Context: an optimization exercise on an open-source flow, tuned for small area, a short achievable clock period and few clock cycles per item. The choices shown serve that exercise and are no tape-out recipe.
Only simulation tests tie the RTL to the original design; equivalence was not proved.
No activity file was given, so power comes from the tool's default toggle rates.

v54:
==> flow/design.v (excerpt) <==
module exclusion_process_hop_step_unit #(
    parameter int SITES     = 64,
    parameter int PARTICLES = 16
) (
    input  wire logic              i_clk,
    input  wire logic              i_rst_n,
    input  wire logic              i_cfg_we,
    input  wire logic              i_cfg_index,
    input  wire logic [RATE_W-1:0] i_cfg_data,
    input  wire logic              i_in_valid,
    output logic                   o_in_stall,
    input  wire logic              i_cmd,
    input  wire logic [PICK_W-1:0] i_pick,
    output logic                   o_out_valid,
    input  wire logic              i_out_stall,
    output logic [MOVER_W-1:0]     o_mover,
    output logic                   o_went_right,
    output logic [LAND_W-1:0]      o_landing_site,
    output logic [SUM_W-1:0]       o_rate_sum,
    output logic                   o_stuck
);
    logic [15:0]      r_lr;          
    logic [15:0]      r_rr;          
    logic [15:0][5:0] r_pos;         
    logic [4:0]       r_n;           
    logic [20:0]      r_tot;         
    logic             r_cfg_d;       
    logic             r_fix;         
    logic             r_iv;
    logic             r_icmd;
    logic [15:0]      r_ipick;
    logic [4:0]       r_in0;         
    logic             r_n0v;         
    logic [16:0]      r_e;           
    logic             r_b;
    logic             r_dneg;        
    logic [17:0]      r_mag;         
    logic [3:0][4:0]  r_gidx;        
    logic             r_ov;
    logic [3:0]       r_mover;
    logic [5:0]       r_land;
    logic             r_right;
  ...
Size: about 5900 cells after synthesis, ~42000 sq um of cells after synthesis.
export LEC_CHECK = 0
export ABC_AREA = 1
export CAP_MARGIN = 20
export CORE_MARGIN = 2
export CORE_UTILIZATION = 50
export CTS_BUF_LIST = sky130_fd_sc_hd__clkbuf_8
export PLACE_DENSITY = 0.7
export SETUP_SLACK_MARGIN = 0.6
export SLEW_MARGIN = 20
export SYNTH_HIERARCHICAL = 1
export SYNTH_MINIMUM_KEEP_SIZE = 0
create_clock -name core_clock -period 8.0 [get_ports {i_clk}]
run.sh (not shown) runs the stock make flow with config.mk's settings and CLKGATE_MAP_FILE= SYNTH_SCRIPT=/design/flow/synth_recipe.tcl, a recipe that flattens the netlist after the stock synthesis.
Testbench counts of v54, summed over its fixed seeds: cycles 17,867, items 8,982.
#### Input delta (v59 over v54)
# v54
export LEC_CHECK = 0
export ABC_AREA = 1
export CAP_MARGIN = 20
export CORE_MARGIN = 2
export CORE_UTILIZATION = 50
export CTS_BUF_LIST = sky130_fd_sc_hd__clkbuf_8
export PLACE_DENSITY = 0.7
export SETUP_SLACK_MARGIN = 0.6
export SLEW_MARGIN = 20
export SYNTH_HIERARCHICAL = 1
export SYNTH_MINIMUM_KEEP_SIZE = 0
create_clock -name core_clock -period 8.0 [get_ports {i_clk}]
# v59
export LEC_CHECK = 0
export ABC_AREA = 1
export CAP_MARGIN = 20
export CORE_MARGIN = 2
export CORE_UTILIZATION = 50
export CTS_BUF_LIST = sky130_fd_sc_hd__clkbuf_8
export PLACE_DENSITY = 0.7
export SETUP_SLACK_MARGIN = 1.2
export SLEW_MARGIN = 20
export SYNTH_HIERARCHICAL = 1
export SYNTH_MINIMUM_KEEP_SIZE = 0
create_clock -name core_clock -period 8.0 [get_ports {i_clk}]
### Flow results
- Compared with v54, in v59 post-synthesis to final-layout area growth increased by 0.31 points relative to the old numbers; design area closely matched the old numbers; register area increased by 0.30% relative to the old numbers.
- Diff v59..v54 | routed wire length | negligible
- The critical path depth of v59 is higher than that of v54.
- Where power is concerned, v54 is better than v59.
The inputs of v1 differ from those of v59 as listed below.
# v59
export LEC_CHECK = 0
export ABC_AREA = 1
export CAP_MARGIN = 20
export CORE_MARGIN = 2
export CORE_UTILIZATION = 50
export CTS_BUF_LIST = sky130_fd_sc_hd__clkbuf_8
export PLACE_DENSITY = 0.7
export SETUP_SLACK_MARGIN = 1.2
export SLEW_MARGIN = 20
export SYNTH_HIERARCHICAL = 1
export SYNTH_MINIMUM_KEEP_SIZE = 0
create_clock -name core_clock -period 8.0 [get_ports {i_clk}]
# v1
export LEC_CHECK = 0
export ABC_AREA = 1
export CAP_MARGIN = 20
export CORE_MARGIN = 2
export CORE_UTILIZATION = 50
export CTS_BUF_LIST = sky130_fd_sc_hd__clkbuf_8
export PLACE_DENSITY = 0.7
export SETUP_SLACK_MARGIN = 1.7
export SLEW_MARGIN = 20
export SYNTH_HIERARCHICAL = 1
export SYNTH_MINIMUM_KEEP_SIZE = 0
create_clock -name core_clock -period 8.0 [get_ports {i_clk}]
### Flow results
- Share of the clock period used by the worst path, v1 and v59: lower on v1
- On worst hold margin, v59 tracks v1 almost exactly.
- On area of the core, v59 tracks v1 almost exactly.
- v1 vs v59 on relative contribution of the clock network to total power: v1 is the lower one.
- Taking v59 as the reference, in v1 via total after detailed routing went up 225; final worst slack went up 0.35 ns.
- Summary: final period demand of the worst path, v1 better than v59
diff inputs: v1 => v40
# v1
export LEC_CHECK = 0
export ABC_AREA = 1
export CAP_MARGIN = 20
export CORE_MARGIN = 2
export CORE_UTILIZATION = 50
export CTS_BUF_LIST = sky130_fd_sc_hd__clkbuf_8
export PLACE_DENSITY = 0.7
export SETUP_SLACK_MARGIN = 1.7
export SLEW_MARGIN = 20
export SYNTH_HIERARCHICAL = 1
export SYNTH_MINIMUM_KEEP_SIZE = 0
create_clock -name core_clock -period 8.0 [get_ports {i_clk}]
# v40
export LEC_CHECK = 0
export ABC_AREA = 1
export CAP_MARGIN = 20
export CORE_MARGIN = 2
export CORE_UTILIZATION = 50
export CTS_BUF_LIST = sky130_fd_sc_hd__clkbuf_8
export PLACE_DENSITY = 0.7
export SLEW_MARGIN = 20
export SYNTH_HIERARCHICAL = 1
export SYNTH_MINIMUM_KEEP_SIZE = 0
create_clock -name core_clock -period 8.0 [get_ports {i_clk}]
[summary]
v40 closes out successfully: all stages finished, all timing, DRC and antenna checks passed.
Length of routed wiring on met1: v40 < v1
On v40: post-cts sizing count is 37 lower than what v1 gave.
v40 vs. v1: count of placed standard cells in the final layout, fillers left out -30, setup slack on the worst flop-to-flop path -0.89 ns.
Looking at v1 and v40, the worst hold margin is a wash.
v40 — number of nets in the final layout 0.44% lower, v1 as reference
Lower largest stage delay on the critical path goes to v1 over v40.
Looking at critical path endpoint, the r_mag[14] result is from v1; the r_mag[17] one comes from v40.

what the ideal ports hide:
The flow's constraints put no driver on any port. The routed layouts listed below were extracted and timed again, unchanged, in two steps.
Step 1 (the two cells are an assumption about what drives the block):
set clk [get_ports {i_clk}]
set_driving_cell -lib_cell sky130_fd_sc_hd__clkbuf_16 $clk
set_driving_cell -lib_cell sky130_fd_sc_hd__buf_2 [delete_from_list [all_inputs] $clk]
Step 2 moves the port delays by t, midway between the first and last clock arrival at a register: inputs arrive t later, outputs are due t later. That takes back most of the time a late clock gives input paths.
a / b / c = no drivers / after step 1 / after step 2; a / b = the first two.
| run | t, ns | setup WS [ns] | worst hold slack (ns) | pins driven straight from the clock port |
|---|---|---|---|---|
| v54 | 0.768 | 0.954 / 0.954 / 0.954 | 0.483 / 0.483 / 0.483 | 1 |
| v59 | 0.764 | 1.492 / 1.492 / 1.492 | 0.485 / 0.485 / 0.485 | 1 |
| v1 | 0.772 | 1.840 / 1.840 / 1.635 | 0.483 / 0.483 / 0.483 | 1 |
| v40 | 0.768 | 0.954 / 0.954 / 0.954 | 0.483 / 0.483 / 0.483 | 1 |
After both steps setup and hold are still met in every run listed. For v1, which loses most, drivers alone change the setup slack by 0.000 ns; drivers and shift together by -0.205 ns.
